Background: an optimization exercise with open tools, aiming at a short achievable clock period and few clock cycles. Do not read the settings as production practice.
In this exercise RTL edits were held to simulation tests only and were not proved equivalent to the original.
Power figures rest on the tool's default switching activity, not on a simulated workload.

==> job 6952 <==
==> flow/design.v <==
`default_nettype none
package dcache_geom_pkg;
	typedef logic [30-1:0] addr_t;    
	typedef logic [32-1:0] word_t;
	typedef logic [26-1:0]   tag_t;
	typedef logic [2-1:0] index_t;
	typedef logic [26+2-1:0] block_addr_t;
	typedef logic [128-1:0]            line_t;
endpackage
`default_nettype wire
`default_nettype none
module dcache_top (
	input  logic        clk,
	input  logic        proc_reset,
	input  logic        proc_read,
	input  logic        proc_write,
	input  dcache_geom_pkg::addr_t       proc_addr,
	input  dcache_geom_pkg::word_t       proc_wdata,
	output dcache_geom_pkg::word_t       proc_rdata,
	output logic        proc_stall,
	output logic        mem_read,
	output logic        mem_write,
	output dcache_geom_pkg::block_addr_t mem_addr,
	output dcache_geom_pkg::line_t       mem_wdata,
	input  dcache_geom_pkg::line_t       mem_rdata,
	input  logic        mem_ready
);
	localparam int S = 4;
	dcache_geom_pkg::line_t data0 [0:S-1];
	dcache_geom_pkg::line_t data1 [0:S-1];
	dcache_geom_pkg::tag_t  tag0  [0:S-1];
	dcache_geom_pkg::tag_t  tag1  [0:S-1];
	logic [S-1:0] valid0, valid1;
	logic [S-1:0] dirty0, dirty1;
	logic [S-1:0] lru;       
	logic st_wb, st_rd, st_done, st_hit, st_fix;
	logic hw_q;              
	logic                         stall_q;
	dcache_geom_pkg::word_t       rdata_q;
	logic                         mrd_q, mwr_q;
	dcache_geom_pkg::block_addr_t maddr_q;
	dcache_geom_pkg::line_t       mwdata_q;
	assign proc_stall = stall_q;
	assign proc_rdata = rdata_q;
	assign mem_read   = mrd_q;
	assign mem_write  = mwr_q;
	assign mem_addr   = maddr_q;
	assign mem_wdata  = mwdata_q;
	dcache_geom_pkg::index_t idx;
	dcache_geom_pkg::tag_t   req_tag;
	logic [1:0]              off;
	logic [S-1:0]            sdec;    
	logic [3:0]              wdec;    
	logic                    req, look;
	assign idx     = proc_addr[2 +: 2];
	assign req_tag = proc_addr[30-1 -: 26];
	assign off     = proc_addr[1:0];
	assign req     = proc_read | proc_write;
	assign look    = ~st_wb & ~st_rd & ~st_done & ~st_fix;
	always_comb begin
		for (int s = 0; s < S; s++) sdec[s] = (idx == s);
		for (int w = 0; w < 4; w++) wdec[w] = (off == w);
	end
	logic [S-1:0] eq0, eq1;
	always_comb begin
		for (int s = 0; s < S; s++) begin
			eq0[s] = (tag0[s] == req_tag);
			eq1[s] = (tag1[s] == req_tag);
		end
	end
	logic hit0, hit1, hit;
	assign hit0 = |(sdec & valid0 & eq0);
	assign hit1 = |(sdec & valid1 & eq1);
	assign hit  = hit0 | hit1;
	logic                   vic, vic_dirty;
	dcache_geom_pkg::tag_t  vic_tag;
	dcache_geom_pkg::line_t vic_line;
	always_comb begin
		vic       = 1'b0;
		vic_dirty = 1'b0;
		vic_tag   = '0;
		vic_line  = '0;
		for (int s = 0; s < S; s++) begin
			if (sdec[s]) begin
				vic       = lru[s];
				vic_dirty = lru[s] ? dirty1[s] : dirty0[s];
				vic_tag   = lru[s] ? tag1[s]   : tag0[s];
				vic_line  = lru[s] ? data1[s]  : data0[s];
			end
		end
	end
	dcache_geom_pkg::word_t w0, w1, wm;
	always_comb begin
		w0 = '0;
		w1 = '0;
		wm = '0;
		for (int s = 0; s < S; s++) begin
			for (int w = 0; w < 4; w++) begin
				if (sdec[s] && wdec[w]) begin
					w0 = data0[s][w*32 +: 32];
					w1 = data1[s][w*32 +: 32];
				end
			end
		end
		for (int w = 0; w < 4; w++) begin
			if (wdec[w]) wm = mem_rdata[w*32 +: 32];
		end
	end
	logic [3:0]   dsel [0:S-1];
	logic [S-1:0] gs1;
	always_comb begin
		for (int s = 0; s < S; s++) begin
			gs1[s] = |(dsel[s] & ~(req_tag[3:0] ^ tag1[s][3:0]))
			       | (~|dsel[s] & ((valid0[s] & valid1[s]) ? ~lru[s] : valid1[s]));
		end
	end
	logic guess1;
	assign guess1 = |(sdec & gs1);
	logic lk_hit, lk_miss;
	assign lk_hit  = look & req & hit;
	assign lk_miss = look & req & ~hit;
	logic fill;
	assign fill = st_rd & mem_ready;
	logic wb_nx, rd_nx, done_nx, selv;
	assign wb_nx   = (lk_miss & vic_dirty) | (st_wb & ~mem_ready);
	assign rd_nx   = (lk_miss & ~vic_dirty) | (st_wb & mem_ready) | (st_rd & ~mem_ready);
	logic lk_done, fix_nx;
	assign lk_done = lk_hit & (proc_write | (guess1 == hit1));
	assign fix_nx  = lk_hit & ~proc_write & (guess1 != hit1);
	assign done_nx = lk_done | fill | st_fix;
	assign selv    = vic_dirty & ~st_rd & ~(st_wb & mem_ready);
	dcache_geom_pkg::word_t w0m;
	assign w0m = st_rd ? wm : w0;
	always_ff @(posedge clk) begin
		st_wb    <= ~proc_reset & wb_nx;
		st_rd    <= ~proc_reset & rd_nx;
		st_done  <= ~proc_reset & done_nx;
		st_hit   <= ~proc_reset & (lk_hit | st_fix);
		st_fix   <= ~proc_reset & fix_nx;
		stall_q  <= proc_reset | ~done_nx;
		mwr_q    <= ~proc_reset & wb_nx;
		mrd_q    <= ~proc_reset & rd_nx;
		hw_q     <= hit1;
		rdata_q  <= ((st_fix ? hw_q : guess1) & ~st_rd) ? w1 : w0m;
		maddr_q  <= selv ? {vic_tag, idx} : proc_addr[30-1:2];
		mwdata_q <= vic_line;
		ddiff_q  <= ddiff;
	end
	logic [3:0] ddiff, ddiff_q, dnew;
	always_comb begin
		ddiff = '0;
		for (int s = 0; s < S; s++) begin
			if (sdec[s]) begin
				if (vic) ddiff = valid0[s] ? (req_tag[3:0] ^ tag0[s][3:0]) : 4'b0;
				else     ddiff = valid1[s] ? (req_tag[3:0] ^ tag1[s][3:0]) : 4'b0;
			end
		end
		dnew = ddiff_q & (~ddiff_q + 4'd1);    
	end
	logic store;
	assign store = st_done & st_hit & proc_write;
	dcache_geom_pkg::line_t fill_line;
	always_comb begin
		for (int w = 0; w < 4; w++) begin
			fill_line[w*32 +: 32] = (proc_write && wdec[w]) ? proc_wdata : mem_rdata[w*32 +: 32];
		end
	end
	always_ff @(posedge clk) begin
		for (int s = 0; s < S; s++) begin
			if (fill && sdec[s] && !vic) begin
				data0[s] <= fill_line;
				tag0[s]  <= req_tag;
			end
			if (fill && sdec[s] && vic) begin
				data1[s] <= fill_line;
				tag1[s]  <= req_tag;
			end
			for (int w = 0; w < 4; w++) begin
				if (store && sdec[s] && wdec[w] && !hw_q) data0[s][w*32 +: 32] <= proc_wdata;
				if (store && sdec[s] && wdec[w] &&  hw_q) data1[s][w*32 +: 32] <= proc_wdata;
			end
		end
	end
	always_ff @(posedge clk) begin
		if (proc_reset) begin
			valid0 <= '0;
			valid1 <= '0;
			for (int s = 0; s < S; s++) dsel[s] <= '0;
			dirty0 <= '0;
			dirty1 <= '0;
			lru    <= '0;    
		end else begin
			for (int s = 0; s < S; s++) begin
				if (sdec[s]) begin
					if (fill) begin
						dsel[s] <= dnew;
						if (vic) begin
							valid1[s] <= 1'b1;
							dirty1[s] <= proc_write;
						end else begin
							valid0[s] <= 1'b1;
							dirty0[s] <= proc_write;
						end
						lru[s] <= ~vic;
					end
					if (st_done && st_hit) begin
						lru[s] <= ~hw_q;    
						if (proc_write) begin
							if (hw_q) dirty1[s] <= 1'b1;
							else      dirty0[s] <= 1'b1;
						end
					end
				end
			end
		end
	end
endmodule
`default_nettype wire
==> flow/run.sh <==
#!/bin/bash
# synth_recipe.tcl (not shown) runs the flow's synth.tcl, then flattens the netlist and writes it again
# the make line also repeats each setting of config.mk as NAME=value (left out here)
make -C /OpenROAD-flow-scripts/flow DESIGN_CONFIG=/design/flow/config.mk WORK_HOME=/design/flow/orfs CLKGATE_MAP_FILE= SYNTH_SCRIPT=/design/flow/synth_recipe.tcl finish
==> flow/config.mk <==
export PLATFORM = sky130hd
export DESIGN_NAME = dcache_top
export DESIGN_NICKNAME = dcache_top
export VERILOG_FILES = /design/flow/design.v
export SDC_FILE = /design/flow/constraint.sdc
export NUM_CORES = 4
export LEC_CHECK = 0
export CAP_MARGIN = 20
export CORE_MARGIN = 2
export CORE_UTILIZATION = 40
export SETUP_SLACK_MARGIN = 4.3
export SLEW_MARGIN = 20
export TNS_END_PERCENT = 100
==> flow/constraint.sdc <==
create_clock -name core_clock -period 7.0 [get_ports {clk}]
set_input_delay 1.4000 -clock core_clock [delete_from_list [all_inputs] [get_ports {clk}]]
set_output_delay 1.4000 -clock core_clock [all_outputs]
set_load 0.01 [all_outputs]
==> job 9710 (differences from job 6952) <==
--- a/flow/design.v
+++ b/flow/design.v
@@ -63,2 +63,16 @@
 	end
+	dcache_geom_pkg::index_t aq_idx;
+	logic [1:0]              aq_off;
+	logic [3:0]              aq_tagl;
+	logic                    aq_wr;
+	logic [S-1:0]            aq_sdec;
+	logic [3:0]              aq_wdec;
+	always_ff @(posedge clk) begin
+		aq_idx  <= idx;
+		aq_off  <= off;
+		aq_tagl <= req_tag[3:0];
+		aq_wr   <= proc_write;
+		aq_sdec <= sdec;
+		aq_wdec <= wdec;
+	end
 	logic [S-1:0] eq0, eq1;
@@ -74,3 +88,3 @@
 	assign hit  = hit0 | hit1;
-	logic                   vic, vic_dirty;
+	logic                   vic_dirty;
 	dcache_geom_pkg::tag_t  vic_tag;
@@ -78,3 +92,2 @@
 	always_comb begin
-		vic       = 1'b0;
 		vic_dirty = 1'b0;
@@ -84,3 +97,2 @@
 			if (sdec[s]) begin
-				vic       = lru[s];
 				vic_dirty = lru[s] ? dirty1[s] : dirty0[s];
@@ -91,29 +103,47 @@
 	end
-	dcache_geom_pkg::word_t w0, w1, wm;
-	always_comb begin
-		w0 = '0;
-		w1 = '0;
+	logic aq_vic;
+	always_comb begin
+		aq_vic = 1'b0;
+		for (int s = 0; s < S; s++) if (aq_sdec[s]) aq_vic = lru[s];
+	end
+	logic [1:0] l1_set, l2_set;
+	logic       l1_way, l2_way;
+	logic [3:0] l1_key, l2_key;
+	dcache_geom_pkg::line_t l1_line, l2_line;
+	always_comb begin
+		l1_line = '0;
+		l2_line = '0;
+		for (int s = 0; s < S; s++) begin
+			if (l1_set == s) l1_line = l1_way ? data1[s] : data0[s];
+			if (l2_set == s) l2_line = l2_way ? data1[s] : data0[s];
+		end
+	end
+	logic                   take1;
+	dcache_geom_pkg::word_t wg;
+	assign take1 = (proc_addr[5:2] == l1_key);
+	always_comb begin
+		wg = '0;
+		for (int w = 0; w < 4; w++) begin
+			if (wdec[w]) wg = take1 ? l1_line[w*32 +: 32] : l2_line[w*32 +: 32];
+		end
+	end
+	logic guess_ok;
+	assign guess_ok = take1 ? ((idx == l1_set) & (hit1 == l1_way))
+	                        : ((idx == l2_set) & (hit1 == l2_way));
+	dcache_geom_pkg::word_t wfix;
+	always_comb begin
+		wfix = '0;
+		for (int s = 0; s < S; s++) begin
+			for (int w = 0; w < 4; w++) begin
+				if (aq_sdec[s] && aq_wdec[w]) wfix = hw_q ? data1[s][w*32 +: 32] : data0[s][w*32 +: 32];
+			end
+		end
+	end
+	dcache_geom_pkg::word_t wm;
+	always_comb begin
 		wm = '0;
-		for (int s = 0; s < S; s++) begin
-			for (int w = 0; w < 4; w++) begin
-				if (sdec[s] && wdec[w]) begin
-					w0 = data0[s][w*32 +: 32];
-					w1 = data1[s][w*32 +: 32];
-				end
-			end
-		end
 		for (int w = 0; w < 4; w++) begin
-			if (wdec[w]) wm = mem_rdata[w*32 +: 32];
-		end
-	end
-	logic [3:0]   dsel [0:S-1];
-	logic [S-1:0] gs1;
-	always_comb begin
-		for (int s = 0; s < S; s++) begin
-			gs1[s] = |(dsel[s] & ~(req_tag[3:0] ^ tag1[s][3:0]))
-			       | (~|dsel[s] & ((valid0[s] & valid1[s]) ? ~lru[s] : valid1[s]));
-		end
-	end
-	logic guess1;
-	assign guess1 = |(sdec & gs1);
+			if (aq_wdec[w]) wm = mem_rdata[w*32 +: 32];
+		end
+	end
 	logic lk_hit, lk_miss;
@@ -127,8 +157,6 @@
 	logic lk_done, fix_nx;
-	assign lk_done = lk_hit & (proc_write | (guess1 == hit1));
-	assign fix_nx  = lk_hit & ~proc_write & (guess1 != hit1);
+	assign lk_done = lk_hit & (proc_write | guess_ok);
+	assign fix_nx  = lk_hit & ~proc_write & ~guess_ok;
 	assign done_nx = lk_done | fill | st_fix;
 	assign selv    = vic_dirty & ~st_rd & ~(st_wb & mem_ready);
-	dcache_geom_pkg::word_t w0m;
-	assign w0m = st_rd ? wm : w0;
 	always_ff @(posedge clk) begin
@@ -140,23 +168,33 @@
 		stall_q  <= proc_reset | ~done_nx;
-		mwr_q    <= ~proc_reset & wb_nx;
-		mrd_q    <= ~proc_reset & rd_nx;
-		hw_q     <= hit1;
-		rdata_q  <= ((st_fix ? hw_q : guess1) & ~st_rd) ? w1 : w0m;
+		mwr_q    <= ~proc_reset & ((lk_miss & vic_dirty) | (mwr_q & ~mem_ready));
+		mrd_q    <= ~proc_reset & ((lk_miss & ~vic_dirty) | (mwr_q & mem_ready) | (mrd_q & ~mem_ready));
+		hw_q     <= st_fix ? hw_q : hit1;
+		rdata_q  <= st_rd ? wm : (st_fix ? wfix : wg);
 		maddr_q  <= selv ? {vic_tag, idx} : proc_addr[30-1:2];
 		mwdata_q <= vic_line;
-		ddiff_q  <= ddiff;
-	end
-	logic [3:0] ddiff, ddiff_q, dnew;
-	always_comb begin
-		ddiff = '0;
-		for (int s = 0; s < S; s++) begin
-			if (sdec[s]) begin
-				if (vic) ddiff = valid0[s] ? (req_tag[3:0] ^ tag0[s][3:0]) : 4'b0;
-				else     ddiff = valid1[s] ? (req_tag[3:0] ^ tag1[s][3:0]) : 4'b0;
-			end
-		end
-		dnew = ddiff_q & (~ddiff_q + 4'd1);    
+	end
+	logic       touch, t_way;
+	logic [3:0] t_key;
+	assign touch = (st_done & st_hit) | fill;
+	assign t_way = fill ? aq_vic : hw_q;
+	assign t_key = {aq_tagl[1:0], aq_idx};
+	always_ff @(posedge clk) begin
+		if (proc_reset) begin
+			l1_set <= 2'd0;
+			l1_way <= 1'b0;
+			l1_key <= 4'd0;
+			l2_set <= 2'd0;
+			l2_way <= 1'b0;
+			l2_key <= 4'd0;
+		end else if (touch && !(t_key == l1_key && aq_idx == l1_set && t_way == l1_way)) begin
+			l1_set <= aq_idx;
+			l1_way <= t_way;
+			l1_key <= t_key;
+			l2_set <= l1_set;
+			l2_way <= l1_way;
+			l2_key <= l1_key;
+		end
 	end
 	logic store;
-	assign store = st_done & st_hit & proc_write;
+	assign store = st_done & st_hit & aq_wr;
 	dcache_geom_pkg::line_t fill_line;
@@ -164,8 +202,8 @@
 		for (int w = 0; w < 4; w++) begin
-			fill_line[w*32 +: 32] = (proc_write && wdec[w]) ? proc_wdata : mem_rdata[w*32 +: 32];
-		end
-	end
-	always_ff @(posedge clk) begin
-		for (int s = 0; s < S; s++) begin
-			if (fill && sdec[s] && !vic) begin
+			fill_line[w*32 +: 32] = (aq_wr && aq_wdec[w]) ? proc_wdata : mem_rdata[w*32 +: 32];
+		end
+	end
+	always_ff @(posedge clk) begin
+		for (int s = 0; s < S; s++) begin
+			if (fill && aq_sdec[s] && !aq_vic) begin
 				data0[s] <= fill_line;
@@ -173,3 +211,3 @@
 			end
-			if (fill && sdec[s] && vic) begin
+			if (fill && aq_sdec[s] && aq_vic) begin
 				data1[s] <= fill_line;
@@ -178,4 +216,4 @@
 			for (int w = 0; w < 4; w++) begin
-				if (store && sdec[s] && wdec[w] && !hw_q) data0[s][w*32 +: 32] <= proc_wdata;
-				if (store && sdec[s] && wdec[w] &&  hw_q) data1[s][w*32 +: 32] <= proc_wdata;
+				if (store && aq_sdec[s] && aq_wdec[w] && !hw_q) data0[s][w*32 +: 32] <= proc_wdata;
+				if (store && aq_sdec[s] && aq_wdec[w] &&  hw_q) data1[s][w*32 +: 32] <= proc_wdata;
 			end
@@ -187,3 +225,2 @@
 			valid1 <= '0;
-			for (int s = 0; s < S; s++) dsel[s] <= '0;
 			dirty0 <= '0;
@@ -193,13 +230,12 @@
 			for (int s = 0; s < S; s++) begin
-				if (sdec[s]) begin
+				if (aq_sdec[s]) begin
 					if (fill) begin
-						dsel[s] <= dnew;
-						if (vic) begin
+						if (aq_vic) begin
 							valid1[s] <= 1'b1;
-							dirty1[s] <= proc_write;
+							dirty1[s] <= aq_wr;
 						end else begin
 							valid0[s] <= 1'b1;
-							dirty0[s] <= proc_write;
+							dirty0[s] <= aq_wr;
 						end
-						lru[s] <= ~vic;
+						lru[s] <= ~aq_vic;
 					end
@@ -207,3 +243,3 @@
 						lru[s] <= ~hw_q;    
-						if (proc_write) begin
+						if (aq_wr) begin
 							if (hw_q) dirty1[s] <= 1'b1;
--- a/flow/config.mk
+++ b/flow/config.mk
@@ -9,3 +9,3 @@
 export CORE_MARGIN = 2
-export CORE_UTILIZATION = 40
+export CORE_UTILIZATION = 50
 export SETUP_SLACK_MARGIN = 4.3
==> job 7033 (differences from job 6952) <==
--- a/flow/design.v
+++ b/flow/design.v
@@ -63,2 +63,16 @@
 	end
+	dcache_geom_pkg::index_t aq_idx;
+	logic [1:0]              aq_off;
+	logic [3:0]              aq_tagl;
+	logic                    aq_wr;
+	logic [S-1:0]            aq_sdec;
+	logic [3:0]              aq_wdec;
+	always_ff @(posedge clk) begin
+		aq_idx  <= idx;
+		aq_off  <= off;
+		aq_tagl <= req_tag[3:0];
+		aq_wr   <= proc_write;
+		aq_sdec <= sdec;
+		aq_wdec <= wdec;
+	end
 	logic [S-1:0] eq0, eq1;
@@ -74,3 +88,3 @@
 	assign hit  = hit0 | hit1;
-	logic                   vic, vic_dirty;
+	logic                   vic_dirty;
 	dcache_geom_pkg::tag_t  vic_tag;
@@ -78,3 +92,2 @@
 	always_comb begin
-		vic       = 1'b0;
 		vic_dirty = 1'b0;
@@ -84,3 +97,2 @@
 			if (sdec[s]) begin
-				vic       = lru[s];
 				vic_dirty = lru[s] ? dirty1[s] : dirty0[s];
@@ -91,29 +103,47 @@
 	end
-	dcache_geom_pkg::word_t w0, w1, wm;
-	always_comb begin
-		w0 = '0;
-		w1 = '0;
+	logic aq_vic;
+	always_comb begin
+		aq_vic = 1'b0;
+		for (int s = 0; s < S; s++) if (aq_sdec[s]) aq_vic = lru[s];
+	end
+	logic [1:0] l1_set, l2_set;
+	logic       l1_way, l2_way;
+	logic [3:0] l1_key, l2_key;
+	dcache_geom_pkg::line_t l1_line, l2_line;
+	always_comb begin
+		l1_line = '0;
+		l2_line = '0;
+		for (int s = 0; s < S; s++) begin
+			if (l1_set == s) l1_line = l1_way ? data1[s] : data0[s];
+			if (l2_set == s) l2_line = l2_way ? data1[s] : data0[s];
+		end
+	end
+	logic                   take1;
+	dcache_geom_pkg::word_t wg;
+	assign take1 = (proc_addr[5:2] == l1_key);
+	always_comb begin
+		wg = '0;
+		for (int w = 0; w < 4; w++) begin
+			if (wdec[w]) wg = take1 ? l1_line[w*32 +: 32] : l2_line[w*32 +: 32];
+		end
+	end
+	logic guess_ok;
+	assign guess_ok = take1 ? ((idx == l1_set) & (hit1 == l1_way))
+	                        : ((idx == l2_set) & (hit1 == l2_way));
+	dcache_geom_pkg::word_t wfix;
+	always_comb begin
+		wfix = '0;
+		for (int s = 0; s < S; s++) begin
+			for (int w = 0; w < 4; w++) begin
+				if (aq_sdec[s] && aq_wdec[w]) wfix = hw_q ? data1[s][w*32 +: 32] : data0[s][w*32 +: 32];
+			end
+		end
+	end
+	dcache_geom_pkg::word_t wm;
+	always_comb begin
 		wm = '0;
-		for (int s = 0; s < S; s++) begin
-			for (int w = 0; w < 4; w++) begin
-				if (sdec[s] && wdec[w]) begin
-					w0 = data0[s][w*32 +: 32];
-					w1 = data1[s][w*32 +: 32];
-				end
-			end
-		end
 		for (int w = 0; w < 4; w++) begin
-			if (wdec[w]) wm = mem_rdata[w*32 +: 32];
-		end
-	end
-	logic [3:0]   dsel [0:S-1];
-	logic [S-1:0] gs1;
-	always_comb begin
-		for (int s = 0; s < S; s++) begin
-			gs1[s] = |(dsel[s] & ~(req_tag[3:0] ^ tag1[s][3:0]))
-			       | (~|dsel[s] & ((valid0[s] & valid1[s]) ? ~lru[s] : valid1[s]));
-		end
-	end
-	logic guess1;
-	assign guess1 = |(sdec & gs1);
+			if (aq_wdec[w]) wm = mem_rdata[w*32 +: 32];
+		end
+	end
 	logic lk_hit, lk_miss;
@@ -127,8 +157,6 @@
 	logic lk_done, fix_nx;
-	assign lk_done = lk_hit & (proc_write | (guess1 == hit1));
-	assign fix_nx  = lk_hit & ~proc_write & (guess1 != hit1);
+	assign lk_done = lk_hit & (proc_write | guess_ok);
+	assign fix_nx  = lk_hit & ~proc_write & ~guess_ok;
 	assign done_nx = lk_done | fill | st_fix;
 	assign selv    = vic_dirty & ~st_rd & ~(st_wb & mem_ready);
-	dcache_geom_pkg::word_t w0m;
-	assign w0m = st_rd ? wm : w0;
 	always_ff @(posedge clk) begin
@@ -140,23 +168,33 @@
 		stall_q  <= proc_reset | ~done_nx;
-		mwr_q    <= ~proc_reset & wb_nx;
-		mrd_q    <= ~proc_reset & rd_nx;
-		hw_q     <= hit1;
-		rdata_q  <= ((st_fix ? hw_q : guess1) & ~st_rd) ? w1 : w0m;
+		mwr_q    <= ~proc_reset & ((lk_miss & vic_dirty) | (mwr_q & ~mem_ready));
+		mrd_q    <= ~proc_reset & ((lk_miss & ~vic_dirty) | (mwr_q & mem_ready) | (mrd_q & ~mem_ready));
+		hw_q     <= st_fix ? hw_q : hit1;
+		rdata_q  <= st_rd ? wm : (st_fix ? wfix : wg);
 		maddr_q  <= selv ? {vic_tag, idx} : proc_addr[30-1:2];
 		mwdata_q <= vic_line;
-		ddiff_q  <= ddiff;
-	end
-	logic [3:0] ddiff, ddiff_q, dnew;
-	always_comb begin
-		ddiff = '0;
-		for (int s = 0; s < S; s++) begin
-			if (sdec[s]) begin
-				if (vic) ddiff = valid0[s] ? (req_tag[3:0] ^ tag0[s][3:0]) : 4'b0;
-				else     ddiff = valid1[s] ? (req_tag[3:0] ^ tag1[s][3:0]) : 4'b0;
-			end
-		end
-		dnew = ddiff_q & (~ddiff_q + 4'd1);    
+	end
+	logic       touch, t_way;
+	logic [3:0] t_key;
+	assign touch = (st_done & st_hit) | fill;
+	assign t_way = fill ? aq_vic : hw_q;
+	assign t_key = {aq_tagl[1:0], aq_idx};
+	always_ff @(posedge clk) begin
+		if (proc_reset) begin
+			l1_set <= 2'd0;
+			l1_way <= 1'b0;
+			l1_key <= 4'd0;
+			l2_set <= 2'd0;
+			l2_way <= 1'b0;
+			l2_key <= 4'd0;
+		end else if (touch && !(t_key == l1_key && aq_idx == l1_set && t_way == l1_way)) begin
+			l1_set <= aq_idx;
+			l1_way <= t_way;
+			l1_key <= t_key;
+			l2_set <= l1_set;
+			l2_way <= l1_way;
+			l2_key <= l1_key;
+		end
 	end
 	logic store;
-	assign store = st_done & st_hit & proc_write;
+	assign store = st_done & st_hit & aq_wr;
 	dcache_geom_pkg::line_t fill_line;
@@ -164,8 +202,8 @@
 		for (int w = 0; w < 4; w++) begin
-			fill_line[w*32 +: 32] = (proc_write && wdec[w]) ? proc_wdata : mem_rdata[w*32 +: 32];
-		end
-	end
-	always_ff @(posedge clk) begin
-		for (int s = 0; s < S; s++) begin
-			if (fill && sdec[s] && !vic) begin
+			fill_line[w*32 +: 32] = (aq_wr && aq_wdec[w]) ? proc_wdata : mem_rdata[w*32 +: 32];
+		end
+	end
+	always_ff @(posedge clk) begin
+		for (int s = 0; s < S; s++) begin
+			if (fill && aq_sdec[s] && !aq_vic) begin
 				data0[s] <= fill_line;
@@ -173,3 +211,3 @@
 			end
-			if (fill && sdec[s] && vic) begin
+			if (fill && aq_sdec[s] && aq_vic) begin
 				data1[s] <= fill_line;
@@ -178,4 +216,4 @@
 			for (int w = 0; w < 4; w++) begin
-				if (store && sdec[s] && wdec[w] && !hw_q) data0[s][w*32 +: 32] <= proc_wdata;
-				if (store && sdec[s] && wdec[w] &&  hw_q) data1[s][w*32 +: 32] <= proc_wdata;
+				if (store && aq_sdec[s] && aq_wdec[w] && !hw_q) data0[s][w*32 +: 32] <= proc_wdata;
+				if (store && aq_sdec[s] && aq_wdec[w] &&  hw_q) data1[s][w*32 +: 32] <= proc_wdata;
 			end
@@ -187,3 +225,2 @@
 			valid1 <= '0;
-			for (int s = 0; s < S; s++) dsel[s] <= '0;
 			dirty0 <= '0;
@@ -193,13 +230,12 @@
 			for (int s = 0; s < S; s++) begin
-				if (sdec[s]) begin
+				if (aq_sdec[s]) begin
 					if (fill) begin
-						dsel[s] <= dnew;
-						if (vic) begin
+						if (aq_vic) begin
 							valid1[s] <= 1'b1;
-							dirty1[s] <= proc_write;
+							dirty1[s] <= aq_wr;
 						end else begin
 							valid0[s] <= 1'b1;
-							dirty0[s] <= proc_write;
+							dirty0[s] <= aq_wr;
 						end
-						lru[s] <= ~vic;
+						lru[s] <= ~aq_vic;
 					end
@@ -207,3 +243,3 @@
 						lru[s] <= ~hw_q;    
-						if (proc_write) begin
+						if (aq_wr) begin
 							if (hw_q) dirty1[s] <= 1'b1;
--- a/flow/config.mk
+++ b/flow/config.mk
@@ -9,4 +9,4 @@
 export CORE_MARGIN = 2
-export CORE_UTILIZATION = 40
-export SETUP_SLACK_MARGIN = 4.3
+export CORE_UTILIZATION = 45
+export SETUP_SLACK_MARGIN = 4.4
 export SLEW_MARGIN = 20
==> summary.txt <==
metric                                                                                  job 7033                 job 6952                 job 9710
Clock slew at the register clock pins of the worst setup and hold paths                    70 ps                    70 ps                    60 ps
R2r startpoint                                                                        aq_sdec[2]                   lru[2]                     hw_q
Power consumed by sequential cells                                                     0.00992 W                0.00986 W                0.00992 W
Final std cells w/o fill                                                                   11020                     9374                    10790
Number of buffers created by CTS                                                             174                      171                      174
Gate Count Post-Synth                                                                       7487                     6101                     7487
Kind of start point of the critical path                                               flip-flop            primary input            primary input
Width of the die                                                                   470.9 microns            453.9 microns            446.9 microns
Synthesized netlist net count                                                               7682                     6296                     7682
Multi-Input Combinational                                                                   5099                     3906                     5097
Antenna violations before repair                                                              76                       40                       87
Tap cells                                                                                   2854                     2672                     2624
Result of the run                                                        complete, no violations  complete, no violations  complete, no violations
Testbench counts of job 6952, summed over its fixed seeds: cycles 190,775.
Testbench counts of job 9710, summed over its fixed seeds: cycles 192,683.
Testbench counts of job 7033, summed over its fixed seeds: cycles 192,683.

[port drivers added, routing unchanged]
No port has a modelled driver above. Below, the same layouts with a new extraction and two added sets of constraints.
Step 1: set_driving_cell puts a clkbuf_16 on clk and a buf_2 on each other input, an assumption about the parent block.
Step 2 times the ports against the registers' clock, not the clock port: input delays grow and output delays shrink by t, the midpoint of the rising clock arrivals with the driver on.
Three values: ideal, step 1, step 2; two values: the first two.
run | shift t [ns] | slack for setup (ns) | cell pins on the clock port's net
job 6952 | 0.947 | 4.079 / 3.976 / 3.029 | 1
job 9710 | 0.981 | 4.053 / 3.955 / 3.099 | 1
job 7033 | 0.988 | 4.031 / 3.932 / 2.943 | 1
After both steps every run listed still meets setup and hold. The setup slack of job 7033, which loses most, moves by -0.099 ns with the drivers and by -1.088 ns with both steps.
